From an optimization exercise on the open Yosys and OpenROAD flow, aimed at small area, a short achievable clock period and few clock cycles; shortcuts taken in it are not production practice. In this exercise RTL edits were held to simulation tests only and were not proved equivalent to the original. Power is estimated from default activity; no workload was simulated.

<file path="flow/config.mk">
export PLATFORM = sky130hd
export DESIGN_NAME = instruction_forecast_monitor
export DESIGN_NICKNAME = instruction_forecast_monitor
export VERILOG_FILES = /design/flow/design.v
export SDC_FILE = /design/flow/constraint.sdc
export NUM_CORES = 4
export LEC_CHECK = 0
export CAP_MARGIN = 20
export CORE_MARGIN = 2
export CORE_UTILIZATION = 30
export PLACE_DENSITY = 0.5
export SLEW_MARGIN = 20
</file>
<file path="flow/constraint.sdc">
create_clock -name core_clock -period 10.0 [get_ports {clk}]
set_input_delay 2.0000 -clock core_clock [delete_from_list [all_inputs] [get_ports {clk}]]
set_output_delay 2.0000 -clock core_clock [all_outputs]
set_load 0.01 [all_outputs]
</file>
<file path="flow/design.v">
`timescale 1ns / 1ps
package ifm_pkg;
  localparam int unsigned TableEntries = 16;
  localparam int unsigned MaxResults   = 16;
  localparam int unsigned IdxW         = $clog2(TableEntries + 1);
  localparam logic [1:0] OP_FORECAST = 2'd0;
  localparam logic [1:0] OP_EXEC     = 2'd1;
  localparam logic [1:0] OP_TERM     = 2'd2;
  localparam logic [47:0] MAX48 = 48'hFFFF_FFFF_FFFF;
  localparam logic [15:0] MAXCNT = 16'hFFFF;
  typedef struct packed {
    logic        valid;
    logic [31:0] addr;
    logic [3:0]  cls;
    logic [47:0] ftime;
    logic [47:0] fgap;
    logic [47:0] ltime;
    logic [47:0] gsum;
    logic [15:0] cnt;
  } entry_t;
  typedef struct packed {
    logic        act;      
    logic [1:0]  op;
    logic [31:0] addr;
    logic [3:0]  cls;
    logic [47:0] now;
    logic        found;    
    logic        taken;    
  } cmd_t;
endpackage
`timescale 1ns / 1ps
module ifm_div (
  input  logic        clk,
  input  logic        rst_n,
  input  logic        go,
  input  logic [47:0] dividend,
  input  logic [15:0] divisor,
  output logic        done,
  output logic [47:0] quotient
);
  logic [5:0]  cnt_r, cnt_nxt;
  logic        run_r, run_nxt;
  logic [47:0] q_r, q_nxt;
  logic [16:0] rem_r, rem_nxt;
  logic [15:0] dv_r, dv_nxt;
  logic [17:0] trial;
  assign trial = {rem_r, q_r[47]} - {2'b0, dv_r};
  always_comb begin
    cnt_nxt = cnt_r;
    run_nxt = run_r;
    q_nxt   = q_r;
    rem_nxt = rem_r;
    dv_nxt  = dv_r;
    done    = 1'b0;
    if (go) begin
      run_nxt = 1'b1;
      cnt_nxt = 6'd0;
      q_nxt   = dividend;
      rem_nxt = '0;
      dv_nxt  = divisor;
    end else if (run_r) begin
      if (trial[17]) begin
        rem_nxt = {rem_r[15:0], q_r[47]};
        q_nxt   = {q_r[46:0], 1'b0};
      end else begin
        rem_nxt = trial[16:0];
        q_nxt   = {q_r[46:0], 1'b1};
      end
      cnt_nxt = cnt_r + 6'd1;
      if (cnt_r == 6'd47) begin
        run_nxt = 1'b0;
        done    = 1'b1;
      end
    end
  end
  always_ff @(posedge clk) begin
    if (!rst_n) run_r <= 1'b0;
    else run_r <= run_nxt;
    cnt_r <= cnt_nxt;
    q_r   <= q_nxt;
    rem_r <= rem_nxt;
    dv_r  <= dv_nxt;
  end
  assign quotient = q_nxt;
endmodule
`timescale 1ns / 1ps
module ifm_cell (
  input  logic            clk,
  input  logic            rst_n,
  input  logic            pass2,       
  input  ifm_pkg::cmd_t   cmd_in,
  output ifm_pkg::cmd_t   cmd_out,
  output ifm_pkg::entry_t ent
);
  ifm_pkg::entry_t ent_r, ent_nxt;
  ifm_pkg::cmd_t   cmd_r, cmd_nxt;
  logic            hit;
  logic [47:0]     dgap;
  logic [48:0]     ssum;
  assign hit  = ent_r.valid && (ent_r.addr == cmd_in.addr);
  assign dgap = cmd_in.now - ent_r.ltime + 48'd1;
  assign ssum = {1'b0, ent_r.gsum} + {1'b0, dgap};
  always_comb begin
    ent_nxt = ent_r;
    cmd_nxt = cmd_in;
    if (cmd_in.act) begin
      case (cmd_in.op)
        ifm_pkg::OP_FORECAST: begin
          if (!pass2) begin
            if (hit && !cmd_in.found) begin
              cmd_nxt.found = 1'b1;
              ent_nxt.ftime = cmd_in.now;
              ent_nxt.fgap  = '0;
              ent_nxt.ltime = '0;
              ent_nxt.gsum  = '0;
              ent_nxt.cnt   = '0;
            end
          end else if (!ent_r.valid && !cmd_in.taken) begin
            cmd_nxt.taken = 1'b1;
            ent_nxt.valid = 1'b1;
            ent_nxt.addr  = cmd_in.addr;
            ent_nxt.cls   = cmd_in.cls;
            ent_nxt.ftime = cmd_in.now;
            ent_nxt.fgap  = '0;
            ent_nxt.ltime = '0;
            ent_nxt.gsum  = '0;
            ent_nxt.cnt   = '0;
          end
        end
        ifm_pkg::OP_EXEC: begin
          if (ent_r.valid && ent_r.cls == cmd_in.cls) begin
            if (ent_r.fgap == '0) ent_nxt.fgap = cmd_in.now - ent_r.ftime + 48'd1;
            else ent_nxt.gsum = ssum[48] ? ifm_pkg::MAX48 : ssum[47:0];
            ent_nxt.ltime = cmd_in.now;
            if (ent_r.cnt != ifm_pkg::MAXCNT) ent_nxt.cnt = ent_r.cnt + 16'd1;
          end
        end
        default: begin
        end
      endcase
    end
  end
  always_ff @(posedge clk) begin
    if (!rst_n) begin
      ent_r.valid <= 1'b0;
      cmd_r.act   <= 1'b0;
    end else begin
      ent_r.valid <= ent_nxt.valid;
      cmd_r.act   <= cmd_nxt.act;
    end
    ent_r.addr  <= ent_nxt.addr;
    ent_r.cls   <= ent_nxt.cls;
    ent_r.ftime <= ent_nxt.ftime;
    ent_r.fgap  <= ent_nxt.fgap;
    ent_r.ltime <= ent_nxt.ltime;
    ent_r.gsum  <= ent_nxt.gsum;
    ent_r.cnt   <= ent_nxt.cnt;
    cmd_r.op    <= cmd_nxt.op;
    cmd_r.addr  <= cmd_nxt.addr;
    cmd_r.cls   <= cmd_nxt.cls;
    cmd_r.now   <= cmd_nxt.now;
    cmd_r.found <= cmd_nxt.found;
    cmd_r.taken <= cmd_nxt.taken;
  end
  assign cmd_out = cmd_r;
  assign ent     = ent_r;
endmodule
`timescale 1ns / 1ps
module instruction_forecast_monitor (
  input  logic        clk,
  input  logic        rst_n,
  input  logic        start,
  output logic        busy,
  input  logic [1:0]  in_operation,
  input  logic [31:0] in_code_address,
  input  logic [3:0]  in_instr_class,
  input  logic [47:0] in_cycle_now,
  output logic        out_valid,
  output logic        out_status,
  output logic [31:0] out_entry_address,
  output logic [15:0] out_exec_total,
  output logic [47:0] out_first_delay,
  output logic [47:0] out_mean_gap,
  output logic        out_last_of_run
);
  localparam int unsigned N = ifm_pkg::TableEntries;
  localparam logic [2:0] S_IDLE = 3'd0, S_P1 = 3'd1, S_P2 = 3'd2, S_SCAN = 3'd3,
                         S_DIV = 3'd4;
  localparam int unsigned CW = 89;    
  localparam int unsigned EW = 245;   
  logic [(N+1)*CW-1:0] chain;
  logic [N*EW-1:0]     ents;
  ifm_pkg::cmd_t   chain_n;
  ifm_pkg::cmd_t   cmd_r, cmd_nxt;
  logic [2:0]      st_r, st_nxt;
  logic            pass2_r, pass2_nxt;
  logic [ifm_pkg::IdxW-1:0] idx_r, idx_nxt;
  logic [ifm_pkg::IdxW-1:0] cur_r, cur_nxt;
  logic            have_r, have_nxt;
  logic [47:0]     mg_r, mg_nxt;
  logic            kick_r;
  logic            ddone;
  logic [47:0]     quo;
  logic            match;
  ifm_pkg::entry_t e_idx, e_cur;
  logic            inj;
  assign chain[CW-1:0] = inj ? cmd_r : '0;
  assign chain_n = chain[N*CW +: CW];
  genvar g;
  generate
    for (g = 0; g < N; g++) begin : g_cell
      ifm_cell u_cell (
        .clk(clk), .rst_n(rst_n), .pass2(pass2_r),
        .cmd_in(chain[g*CW +: CW]), .cmd_out(chain[(g+1)*CW +: CW]),
        .ent(ents[g*EW +: EW])
      );
    end
  endgenerate
  assign e_idx = ents[idx_r[$clog2(N)-1:0]*EW +: EW];
  assign e_cur = ents[cur_r[$clog2(N)-1:0]*EW +: EW];
  assign match = (idx_r < ifm_pkg::IdxW'(N)) && e_idx.valid && (e_idx.cls == cmd_r.cls);
  ifm_div u_div (
    .clk(clk), .rst_n(rst_n), .go(kick_r), .dividend(e_cur.gsum), .divisor(e_cur.cnt),
    .done(ddone), .quotient(quo)
  );
  always_comb begin
    st_nxt    = st_r;
    cmd_nxt   = cmd_r;
    pass2_nxt = pass2_r;
    idx_nxt   = idx_r;
    cur_nxt   = cur_r;
    have_nxt  = have_r;
    mg_nxt    = mg_r;
    inj       = 1'b0;
    out_valid = 1'b0;
    out_status = 1'b0;
    out_entry_address = e_cur.addr;
    out_exec_total = e_cur.cnt;
    out_first_delay = e_cur.fgap;
    out_mean_gap = mg_r;
    out_last_of_run = 1'b0;
    case (st_r)
      S_IDLE: begin
        if (start) begin
          cmd_nxt.act   = 1'b1;
          cmd_nxt.op    = in_operation;
          cmd_nxt.addr  = in_code_address;
          cmd_nxt.cls   = in_instr_class;
          cmd_nxt.now   = in_cycle_now;
          cmd_nxt.found = 1'b0;
          cmd_nxt.taken = 1'b0;
          pass2_nxt     = 1'b0;
          idx_nxt       = '0;
          have_nxt      = 1'b0;
          if (in_operation == ifm_pkg::OP_TERM) st_nxt = S_SCAN;
          else if (in_operation == ifm_pkg::OP_FORECAST ||
                   in_operation == ifm_pkg::OP_EXEC)
            st_nxt = S_P1;
          else st_nxt = S_IDLE;
        end
      end
      S_P1, S_P2: begin
        if (idx_r == '0) inj = 1'b1;
        idx_nxt = idx_r + ifm_pkg::IdxW'(1);
        if (idx_r == ifm_pkg::IdxW'(N)) begin
          idx_nxt = '0;
          if (st_r == S_P1 && cmd_r.op == ifm_pkg::OP_FORECAST && !chain_n.found) begin
            st_nxt    = S_P2;
            pass2_nxt = 1'b1;
          end else begin
            st_nxt = S_IDLE;
            if (st_r == S_P2 && !chain_n.taken) begin
              out_valid = 1'b1;
              out_status = 1'b1;
              out_entry_address = cmd_r.addr;
              out_exec_total = '0;
              out_first_delay = '0;
              out_mean_gap = '0;
              out_last_of_run = 1'b1;
            end
          end
        end
      end
      S_SCAN: begin
        if (match || idx_r == ifm_pkg::IdxW'(N)) begin
          if (have_r) begin
            out_valid = 1'b1;
            out_last_of_run = !match;
          end
          if (match) begin
            cur_nxt  = idx_r;
            have_nxt = 1'b1;
            st_nxt   = S_DIV;
            idx_nxt  = idx_r + ifm_pkg::IdxW'(1);
          end else st_nxt = S_IDLE;
        end else idx_nxt = idx_r + ifm_pkg::IdxW'(1);
        if (st_nxt == S_DIV && e_idx.cnt == '0) begin
          mg_nxt = '0;
          st_nxt = S_SCAN;
        end
      end
      S_DIV: begin
        if (ddone) begin
          mg_nxt = quo;
          st_nxt = S_SCAN;
        end
      end
      default: st_nxt = S_IDLE;
    endcase
  end
  always_ff @(posedge clk) begin
    if (!rst_n) begin
      st_r   <= S_IDLE;
      have_r <= 1'b0;
      kick_r <= 1'b0;
    end else begin
      st_r   <= st_nxt;
      have_r <= have_nxt;
      kick_r <= (st_r == S_SCAN) && (st_nxt == S_DIV);
    end
    cmd_r   <= cmd_nxt;
    pass2_r <= pass2_nxt;
    idx_r   <= idx_nxt;
    cur_r   <= cur_nxt;
    mg_r    <= mg_nxt;
  end
  assign busy = (st_r != S_IDLE);
endmodule
</file>
<file path="flow/run.sh">
#!/bin/bash
# synth_recipe.tcl (not shown) runs the flow's synth.tcl, then flattens the netlist and writes it again
# the make line also repeats each setting of config.mk as NAME=value (left out here)
make -C /OpenROAD-flow-scripts/flow DESIGN_CONFIG=/design/flow/config.mk WORK_HOME=/design/flow/orfs CLKGATE_MAP_FILE= SYNTH_SCRIPT=/design/flow/synth_recipe.tcl finish
</file>
==> run summary <==
The worst voltage drop across the vdd grid is 0.212 mV. Setup violations remaining at the end of the flow were counted as 0. The routed via count divided by cell count is 5.31. Post-CTS timing repair inserted 0 buffers for setup. The cell count after synthesis came out at 31500.

In this run the number of H-tree levels came out at 6. The fraction of the yosys area taken by sequential cells came out at 44.2%. The quantity of I/O buffers inserted on ports came out at 236.

The synthesized design contains 5494 register bits. TritonCTS built the clock tree. The number of pins with negative max-slew slack in the final report is 0. The first-pass GRT wire length came out at 1900000 um.

The remaining antenna violation count after routing is 0. The sequential fraction of design power is 30.5%. The portion of the clock cycle consumed by the worst path in the final layout came out at 90.1%. The number of hold violations in the final report was 0.

The mapped netlist covers 341000 um^2. The total internal power is 51.5 mW. The I/O pin total came out at 237. For the worst-skew pair, the clock arrives at the later sink with an insertion delay of 1210 ps. The per-instance average area after synthesis came out at 10.8 um^2. Post-CTS repair changed the size of 0 cells. Cells with a size suffix above 1 make up 8.35% of the layout. The worst setup path is of the register to register kind. At the end of routability-driven placement, the weighted congestion stood at 0.962. From bottom edge to top edge, the die measures 1070 um. The slowest stage of the critical path is the sky130_fd_sc_hd__fa_1 cell. The fmax came out at 111 MHz.

The total leakage power is 157 nW. The number of buffers added by the clock tree synthesis step is 680. The biggest area contributor in the post-synthesis netlist is sky130_fd_sc_hd__edfxtp_1. The most common cell in the synthesized netlist is sky130_fd_sc_hd__edfxtp_1. Data on the critical path is required at its endpoint by 10850 ps.

The largest clock skew in the final design is 162 ps. The number of core rows came out at 391. The die extent in x came out at 1070 um. The setup total negative slack came out at 0 ps. For the worst setup path, the data arrival time is 9850 ps.

The flow ran to the end and the layout has no timing, DRC or antenna violations. After clock tree synthesis, the clock-pin slew on the worst setup and hold paths is 70 ps. The total overflow reported by the global router came out at 0. The number of hold buffers added after cts came out at 0. met2 is the most crowded layer. The number of flops mapped to enable cells by yosys came out at 4064. The overall power consumption came out at 82.2 mW. Yosys attributes the largest share of cell area to sky130_fd_sc_hd__edfxtp_1 (36%), sky130_fd_sc_hd__ha_1 (14%), sky130_fd_sc_hd__dfxtp_1 (8.4%).

For this run, the leading register cell type out of synthesis is sky130_fd_sc_hd__edfxtp_1. Global routing consumed, on the met3 layer, 3.10% of the routing resources. The routed via count came out at 257000. The fraction of registers with async set/reset came out at 0%. The number of violations reported at the end of detailed-routing iteration 0 is 23400. The endpoint class of the critical path is a register. Setup repair after global routing left no endpoint under its margin. The remaining design rule violation count is 0.

The number of clock sinks came out at 5494. The minimum period implied by the final worst setup slack is 9010 ps. The maximum number of pins on one net before global-route repair came out at 105. The share of power burned in combinational logic came out at 38.2%. The top-area cell type share of the netlist area came out at 35.8%. The switching component of the power is 30.7 mW.

The total global routing track utilization is 23.1%. In this run the tightest slew margin relative to its limit is 14.7%. By count the netlist is led by sky130_fd_sc_hd__edfxtp_1 (4064), sky130_fd_sc_hd__ha_1 (3784), sky130_fd_sc_hd__a21oi_1 (2799). At the pin with the least slew margin, the transition time is 1270 ps. The buffer depth of the longest clock path is 5. The clock root buffer is sky130_fd_sc_hd__clkbuf_16.

The share of total power consumed by net switching came out at 37.4%. The initial utilization of the core area, before any placement, comes to 30.1%. Before antenna repair, the detailed router went through 6 iterations. For this run, the post-layout net count is 35900. The worst hold path belongs to the class register to register.

The relative contribution of the clock network to total power is 31.3%. The via count of the first global-routing pass is 251000. The half-perimeter wire length after detailed placement came out at 1120000 um. The most frequent cell on the critical path is sky130_fd_sc_hd__a21o_1. In this run the standard cell core region covers 1130000 um^2. Global routing used 38.5% of the available met2 tracks. Dividing the detail-routed wire length by the instance count gives 28.5 um.

The number of nets in the synthesized netlist is 35500. Yosys printed 3 warnings. The total wirelength of the detailed-routed design came out at 1380000 um.

The worst stage delay on the critical path came out at 500 ps. Along the worst path, the maximum fanout reaches 42. The number of antenna violations at the first check in global routing came out at 292. The synthesis-to-finish area growth is 13.9%. STA classifies the critical path startpoint as a register. The number of max-cap violations is 0.

For this run, global-route usage on met1 was measured as 29.0%. The floorplan step defined a die boundary enclosing 1150000 um^2. The synthesized netlist contains 113 unique library cells. The power density over cell area came out at 212 nW/um^2.
==> metal layers <==
layer / part of all wire (%) / wire (um)
met5: 0.016 / 220
met4: 6.3 / 87200
met3: 5.6 / 77000
met2: 47 / 647000
met1: 41 / 568000
==> cell usage in the layout (no fill, tap or decap), types with 1061 or more instances in the layout <==
cell / count
sky130_fd_sc_hd__edfxtp_1: 4064
sky130_fd_sc_hd__ha_1: 3784
sky130_fd_sc_hd__a21oi_1: 2777
sky130_fd_sc_hd__inv_1: 2164
sky130_fd_sc_hd__nor2_1: 2047
sky130_fd_sc_hd__xnor2_1: 1568
sky130_fd_sc_hd__a21o_1: 1482
sky130_fd_sc_hd__dfxtp_1: 1428
sky130_fd_sc_hd__nand2_1: 1324
sky130_fd_sc_hd__xor2_1: 1256
sky130_fd_sc_hd__o21ai_0: 1234
sky130_fd_sc_hd__and2_1: 1061
==> power by group through the flow <==
stage | sequential, mW | clock, mW | combinational (mW)
final | 25.1 | 25.7 | 31.4
after global routing | 25.1 | 27.0 | 33.9
after CTS | 25.1 | 26.2 | 31.2
after detailed placement | 25.5 | 0 | 30.9
after global placement | 25.5 | 0 | 31.1
after floorplan | 25.3 | 0 | 22.3
==> critical path, delay by kind of cell, from the launching register on <==
| family | cells | cell delay, ps |
|---|---|---|
| buf+inv | 4 | 710 |
| flops | 1 | 380 |
| simple gates | 3 | 480 |
| compound gates | 23 | 5150 |
| fa+ha+maj | 5 | 1600 |
| xor+xnor | 1 | 200 |
==> flip-flops by register name, indices dropped and copies added, names as in the netlist <==
name	count
g_cell.u_cell.ent_r	3920
have_r	1
u_div.q_r	48
st_r	3
pass2_r	1
cur_r	4
u_div.dv_r	16
mg_r	48
u_div.run_r	1
u_div.rem_r	17
u_div.cnt_r	6
g_cell.u_cell.cmd_r	1337
idx_r	5
cmd_r	86
kick_r	1
==> through the flow <==
stage	hold slack, ps	worst slack [ps]	util (%)	cells	instance area, um^2
floorplan	347	944	-	31500	341000
global placement	362	994	32.1	46400	364000
detailed placement	363	1170	32.1	46400	364000
CTS	360	1050	34.1	47700	387000
global route	375	704	34.2	48200	388000
finish	356	994	34.3	48300	388000
==> cell families after synthesis <==
family / count (synthesis) / share of synthesized area [%]
mux: 803 / 5.07
fa+ha+maj: 3833 / 14.2
compound gates: 7759 / 14.4
simple gates: 7647 / 11.4
flops: 5494 / 44.2
buf+inv: 3177 / 3.54
xor+xnor: 2825 / 7.26
==> worst paths after layout <==
| kind | from | depth (start not counted) | slack, ps | endpoint |
|---|---|---|---|---|
| max | idx_r[1] | 36 | 990 | g_cell[0].u_cell.ent_r[26] |
| min | g_cell[6].u_cell.cmd_r[82] | 0 | 360 | g_cell[7].u_cell.cmd_r[82] |
| max reg2reg | idx_r[1] | 36 | 990 | g_cell[0].u_cell.ent_r[26] |
| min reg2reg | g_cell[6].u_cell.cmd_r[82] | 0 | 360 | g_cell[7].u_cell.cmd_r[82] |
==> cell type report <==
cell class,count,area [um^2]
fillers,114000,745000
diodes,626,1570
repair buffers,750,6460
clock inverters,334,3630
clock buffers,931,19300
flip-flops and latches,5494,151000
inverters,2182,8200
well taps,15100,18900
multi-input cells,22900,180000
Testbench counts, summed over its fixed seeds: cycles 168,502.

==> static timing again, ports no longer ideal <==
In the flow no input, the clock included, has a driving cell. The finished layout below was timed again as built, in two steps. Step 1 (the two cells are an assumption about what drives the block):
set clk [get_ports {clk}]
set_driving_cell -lib_cell sky130_fd_sc_hd__clkbuf_16 $clk
set_driving_cell -lib_cell sky130_fd_sc_hd__buf_2 [delete_from_list [all_inputs] $clk]
Step 2 moves the port delays by t, midway between the first and last clock arrival at a register: inputs arrive t later, outputs are due t later. That takes back most of the time a late clock gives input paths. Three values: no drivers, after step 1, after step 2; two values: the first two.
t (ns): 1.285
setup WS [ns]: 0.994 / 0.994 / 0.994
hold slack, ns: 0.356 / 0.356 / 0.356
cell pins on the clock port's net: 1
After both steps setup and hold are still met in this run. The setup slack of this run moves by 0.000 ns with the drivers and by 0.000 ns with both steps.
